This is an optimization exercise on Yosys and OpenROAD, whose aim is small area, a short achievable clock period and few clock cycles per item, not a production implementation. The RTL was checked by simulation tests, not by an equivalence proof against the original design.

==> flow/design.v (excerpt) <==
module classifier_top (
  input wire clk,
  input wire rst,
  input wire [15:0] data_in0,
  input wire [15:0] data_in1,
  input wire [15:0] data_in2,
  input wire [15:0] data_in3,
  input wire [15:0] data_in4,
  input wire [15:0] data_in5,
  input wire [15:0] data_in6,
  input wire [15:0] data_in7,
  input wire [15:0] data_in8,
  input wire [15:0] data_in9,
  input wire [15:0] data_in10,
  input wire [15:0] data_in11,
  input wire [15:0] data_in12,
  input wire [15:0] data_in13,
  input wire [15:0] data_in14,
  input wire [15:0] data_in15,
  input wire in_valid,
  output logic in_ready,
  output logic signed [39:0] score,
  output logic [1:0] score_class,
  output logic score_valid,
  output logic score_last,
  output logic [1:0] best_class,
  input wire score_ready
);
For scale: about 4700 cells after synthesis, roughly 1200 flip-flops, roughly 310 I/O pins, about 52000 um2 of cells after synthesis.
export LEC_CHECK = 0
export CAP_MARGIN = 20
export CORE_MARGIN = 2
export CORE_UTILIZATION = 55
export CTS_CLUSTER_DIAMETER = 60
export CTS_CLUSTER_SIZE = 25
export SETUP_SLACK_MARGIN = 5
export SLEW_MARGIN = 20
create_clock -name core_clock -period 9.0 [get_ports {clk}]
standard.sh (not shown) runs the stock make flow with config.mk's settings and CLKGATE_MAP_FILE= SYNTH_SCRIPT=/design/flow/synth_recipe.tcl, a recipe that flattens the netlist after the stock synthesis.
==> flow/flow/run.sh <==
#!/bin/bash
set -euo pipefail
export BUFFER_PORTS_ARGS="-buffer_cell sky130_fd_sc_hd__buf_1"
sed -e 's/SETUP_SLACK_MARGIN=5 /SETUP_SLACK_MARGIN=6.0 /' standard.sh > standard_margin.sh
grep -q 'SETUP_SLACK_MARGIN=6.0 ' standard_margin.sh
bash standard_margin.sh > flow.log 2>&1
Testbench counts at the start, summed over its fixed seeds: cycles 832, frames 192.
Rerun with:
==> flow/flow/run.sh (replaced) <==
#!/bin/bash
set -euo pipefail
export BUFFER_PORTS_ARGS="-buffer_cell sky130_fd_sc_hd__buf_1"
bash standard.sh > flow.log 2>&1
Effect: Sequential cell count does not change. Cell area is lower by 2.1%. Cell count drops by 0.65%. Register-to-register slack is worse by 0.21 ns. First-iteration DRC count is higher by 7.6%. Synthesized area stays the same. Clock-buffer cell count shrinks by 5. Non-clock buffer count decreases by 35. Utilization is lower by 1.3 points.
Rerun with:
==> flow/flow/run.sh (replaced) <==
#!/bin/bash
set -euo pipefail
export BUFFER_PORTS_ARGS="-buffer_cell sky130_fd_sc_hd__buf_1"
sed -e 's/SETUP_SLACK_MARGIN=5 /SETUP_SLACK_MARGIN=5.6 /' standard.sh > standard_margin.sh
grep -q 'SETUP_SLACK_MARGIN=5.6 ' standard_margin.sh
bash standard_margin.sh > flow.log 2>&1
CTS_CLUSTER_DIAMETER = default   (was 60)
CTS_CLUSTER_SIZE = default   (was 25)
Result:
- wire length rose by 2.6%
- maximum frequency is higher by 3.7%
- die area does not change
Rerun with:
==> flow/flow/run.sh (replaced) <==
#!/bin/bash
set -euo pipefail
export BUFFER_PORTS_ARGS="-buffer_cell sky130_fd_sc_hd__buf_1"
bash standard.sh > flow.log 2>&1
The new run ran to the end with no violations.
Sequential cell count is unchanged.
Final cell count decreases by about 0.35%.
Die area is unchanged.
Register-to-register slack loses 0.14 ns.
Maximum frequency falls by about 3.6%.
Worst setup slack got worse by 0.14 ns.
Worst hold slack loses 0.0036 ns.
Final area fell by about 1.1%.
First-iteration DRC count rises by 1.2%.
Routed wire length shrinks by about 2%.

========
## red
classifier_top, a different RTL version from the one above (not shown whole).
Size in the first run: ~4800 cells after synthesis, about 1100 flip-flops.
Settings: LEC_CHECK=0, CAP_MARGIN=20, CORE_MARGIN=2, CORE_UTILIZATION=55, SETUP_SLACK_MARGIN=5, SLEW_MARGIN=20; clock period 9.0 ns.
==> flow/flow/run.sh <==
#!/bin/bash
set -euo pipefail
export BUFFER_PORTS_ARGS="-buffer_cell sky130_fd_sc_hd__buf_1"
sed -e 's/SETUP_SLACK_MARGIN=5 /SETUP_SLACK_MARGIN=5.5 /' standard.sh > standard_margin.sh
grep -q 'SETUP_SLACK_MARGIN=5.5 ' standard_margin.sh
bash standard_margin.sh > flow.log 2>&1
Testbench counts of red, summed over its fixed seeds: cycles 824, frames 192.
What blue does differently from red at the input level:
==> flow/flow/run.sh <==
#!/bin/bash
set -euo pipefail
export BUFFER_PORTS_ARGS="-buffer_cell sky130_fd_sc_hd__buf_1"
bash standard.sh > flow.log 2>&1
Notes after the runs:
- blue vs. red: utilization of the core after routing dropped 1.6 points; global router's overall resource usage was more or less identical; final cycle utilization of the critical path higher.
- Compared with red, blue shows layout overhead on the synthesized area lower by 2.9 points.
- Going from red to blue, the number of clock buffers inserted by TritonCTS was found to have gone down by about 1.8%.
- Between blue and red, the multi-input combinational area share does not differ in any meaningful way.

========
== rev 12 ==
RTL: one of the versions met above, not the one the previous note started from.
For scale: ~4,700 cells after synthesis, roughly 310 I/O pins, roughly 0.052 mm² of cells after synthesis.
clock: 9.0 ns
lec_check: 0
cap_margin: 20
core_margin: 2
core_utilization: 55
cts_cluster_diameter: 60
cts_cluster_size: 25
setup_slack_margin: 5
slew_margin: 20
==> flow/flow/run.sh <==
#!/bin/bash
set -euo pipefail
export BUFFER_PORTS_ARGS="-buffer_cell sky130_fd_sc_hd__buf_1"
sed -e 's/SETUP_SLACK_MARGIN=5 /SETUP_SLACK_MARGIN=5.6 /' standard.sh > standard_margin.sh
grep -q 'SETUP_SLACK_MARGIN=5.6 ' standard_margin.sh
bash standard_margin.sh > flow.log 2>&1
Testbench counts of rev 12, summed over its fixed seeds: cycles 832, frames 192.
### rev 12 -> rev 13
- swapping 25 for 30 in CTS_CLUSTER_SIZE
==> flow/flow/run.sh <==
#!/bin/bash
set -euo pipefail
export BUFFER_PORTS_ARGS="-buffer_cell sky130_fd_sc_hd__buf_1"
sed -e 's/SETUP_SLACK_MARGIN=5 /SETUP_SLACK_MARGIN=5.8 /' standard.sh > standard_margin.sh
grep -q 'SETUP_SLACK_MARGIN=5.8 ' standard_margin.sh
bash standard_margin.sh > flow.log 2>&1
### Flow results
- Each of the runs, namely rev 13 and rev 12, reached the end of the flow and came out clean.
- Rev 13 vs rev 12 — DRC violation total after the first TritonRoute iteration rose about 1.4%.
- Diff rev 12 -> rev 13: via count has decreased, number of standard cells in the final layout excluding fillers has decreased.
- Rev 13 -> rev 12: number of hold violations in the final report delta 0, exact match

========
Setup of old:
Another version of the RTL of classifier_top (not shown whole).
Size in the first run: ~1,200 flip-flops.
// classifier_top
module classifier_top (
  input wire clk,
  input wire rst,
  input wire [15:0] data_in0,
  input wire [15:0] data_in1,
  input wire [15:0] data_in2,
  input wire [15:0] data_in3,
  input wire [15:0] data_in4,
  input wire [15:0] data_in5,
  input wire [15:0] data_in6,
  input wire [15:0] data_in7,
  input wire [15:0] data_in8,
  input wire [15:0] data_in9,
  input wire [15:0] data_in10,
  input wire [15:0] data_in11,
  input wire [15:0] data_in12,
  input wire [15:0] data_in13,
  input wire [15:0] data_in14,
  input wire [15:0] data_in15,
  input wire in_valid,
  output logic in_ready,
  output logic signed [39:0] score,
  output logic [1:0] score_class,
  output logic score_valid,
  output logic score_last,
  output logic [1:0] best_class,
  input wire score_ready
);
==> flow/config.mk <==
export PLATFORM = sky130hd
export DESIGN_NAME = classifier_top
export DESIGN_NICKNAME = classifier_top
export VERILOG_FILES = /design/flow/design.v
export SDC_FILE = /design/flow/constraint.sdc
export NUM_CORES = 4
export LEC_CHECK = 0
export CAP_MARGIN = 20
export CORE_MARGIN = 2
export CORE_UTILIZATION = 55
export CTS_CLUSTER_DIAMETER = 60
export CTS_CLUSTER_SIZE = 25
export SETUP_SLACK_MARGIN = 5
export SLEW_MARGIN = 20
==> flow/constraint.sdc <==
create_clock -name core_clock -period 9.0 [get_ports {clk}]
set_input_delay 1.8000 -clock core_clock [delete_from_list [all_inputs] [get_ports {clk}]]
set_output_delay 1.8000 -clock core_clock [all_outputs]
set_load 0.01 [all_outputs]
==> flow/flow/run.sh <==
#!/bin/bash
set -euo pipefail
export BUFFER_PORTS_ARGS="-buffer_cell sky130_fd_sc_hd__buf_1"
sed -e 's/SETUP_SLACK_MARGIN=5 /SETUP_SLACK_MARGIN=5.8 /' standard.sh > standard_margin.sh
grep -q 'SETUP_SLACK_MARGIN=5.8 ' standard_margin.sh
bash standard_margin.sh > flow.log 2>&1
Testbench counts of old, summed over its fixed seeds: cycles 832, frames 192.
The following lists how new was set up differently from old:
Settings: CORE_UTILIZATION now 65, was 55.
new vs old — detailed-placement wirelength estimate dropped slightly
Delta (new minus old): sequential share of layout area +0.41 points, met1 routed wirelength after detailed routing -9.5%, average wire per standard cell +1.7%, number of cells in the finished layout apart from fillers -3.4%, first-pass GRT wire length -1.6%.
Routed wire length on met2 of new falls short of that of old slightly.
Summary: worst hold slack, new better than old

========
Another version of the RTL of classifier_top (not shown whole).
For scale: roughly 0.052 sq mm of cells after synthesis.
## classifier_top
module classifier_top (
  input wire clk,
  input wire rst,
  input wire [15:0] data_in0,
  input wire [15:0] data_in1,
  input wire [15:0] data_in2,
  input wire [15:0] data_in3,
  input wire [15:0] data_in4,
  input wire [15:0] data_in5,
  input wire [15:0] data_in6,
  input wire [15:0] data_in7,
  input wire [15:0] data_in8,
  input wire [15:0] data_in9,
  input wire [15:0] data_in10,
  input wire [15:0] data_in11,
  input wire [15:0] data_in12,
  input wire [15:0] data_in13,
  input wire [15:0] data_in14,
  input wire [15:0] data_in15,
  input wire in_valid,
  output logic in_ready,
  output logic signed [39:0] score,
  output logic [1:0] score_class,
  output logic score_valid,
  output logic score_last,
  output logic [1:0] best_class,
  input wire score_ready
);
  localparam int LW = 20;   
  logic [15:0] din [16];
  logic [15:0] xr [16];
  logic lr;
  logic [1:0] bcnt;
  logic fire;
  assign din[0] = data_in0;
  assign din[1] = data_in1;
  assign din[2] = data_in2;
  assign din[3] = data_in3;
  assign din[4] = data_in4;
  assign din[5] = data_in5;
  assign din[6] = data_in6;
  assign din[7] = data_in7;
  assign din[8] = data_in8;
  assign din[9] = data_in9;
  assign din[10] = data_in10;
  assign din[11] = data_in11;
  assign din[12] = data_in12;
  assign din[13] = data_in13;
  assign din[14] = data_in14;
  assign din[15] = data_in15;
  assign fire = in_valid && in_ready;
  always_ff @(posedge clk) begin
    for (int l = 0; l < 16; l++) xr[l] <= {~din[l][15], din[l][14:0]} & {16{fire}};
  end
  ...
clock: 9.0 ns
lec_check: 0
abc_clock_period_in_ps: 4000
cap_margin: 20
core_margin: 2
core_utilization: 35
setup_slack_margin: 5
slew_margin: 20
run.sh (not shown) runs the stock make flow with config.mk's settings and CLKGATE_MAP_FILE= SYNTH_SCRIPT=/design/flow/synth_recipe.tcl, a recipe that flattens the netlist after the stock synthesis.
Stock flow here: none of the scripts above is used.
Testbench counts at the start, summed over its fixed seeds: cycles 824, frames 192.
Next try:
--- a/flow/config.mk
+++ b/flow/config.mk
@@ -6,5 +6,4 @@
 export NUM_CORES = 4
 export LEC_CHECK = 0
-export ABC_CLOCK_PERIOD_IN_PS = 4000
 export CAP_MARGIN = 20
 export CORE_MARGIN = 2
What happened: Clock skew is unchanged; non-clock buffer count stays the same; global-route usage is unchanged; final cell count is unchanged; clock-buffer cell count is unchanged; flip-flop and latch count does not change; utilization does not change; worst hold slack is unchanged; die area is unchanged.

[re-timing with driven ports]
Ports are ideal in the flow. The routed layouts listed here were re-timed in OpenROAD.
Step 1, drivers: a clkbuf_16 drives clk and a buf_2 each remaining input, both assumed.
Step 2 also shifts input and output timing later by t, the mid clock arrival at the registers, as if the neighbouring blocks saw the same clock.
Slacks: no drivers / after step 1 / after step 2; pairs: no drivers / after step 1.
| run | t, ns | setup WS [ns] | pins driven straight from the clock port |
|---|---|---|---|
| the first run of note 1 | 0.764 | 5.450 / 5.450 / 5.405 | 1 |
| the second run of note 1 | 0.746 | 5.244 / 5.244 / 5.145 | 1 |
| the third run of note 1 | 0.781 | 5.378 / 5.378 / 5.112 | 1 |
| the fourth run of note 1 | 0.781 | 5.240 / 5.240 / 5.146 | 1 |
| red | 0.770 | 5.033 / 5.033 / 4.957 | 1 |
| blue | 0.767 | 4.974 / 4.974 / 4.974 | 1 |
| rev 12 | 0.761 | 5.359 / 5.359 / 5.126 | 1 |
| rev 13 | 0.744 | 5.447 / 5.447 / 5.273 | 1 |
| old | 0.748 | 5.792 / 5.734 / 5.211 | 1 |
| new | 0.736 | 5.774 / 5.740 / 5.391 | 1 |
| the first run of note 5 | 0.814 | 4.825 / 4.825 / 4.506 | 1 |
| the second run of note 5 | 0.814 | 4.825 / 4.825 / 4.506 | 1 |
After both steps setup and hold are still met in every run listed. For old, which loses most, drivers alone change the setup slack by -0.058 ns; drivers and shift together by -0.581 ns.
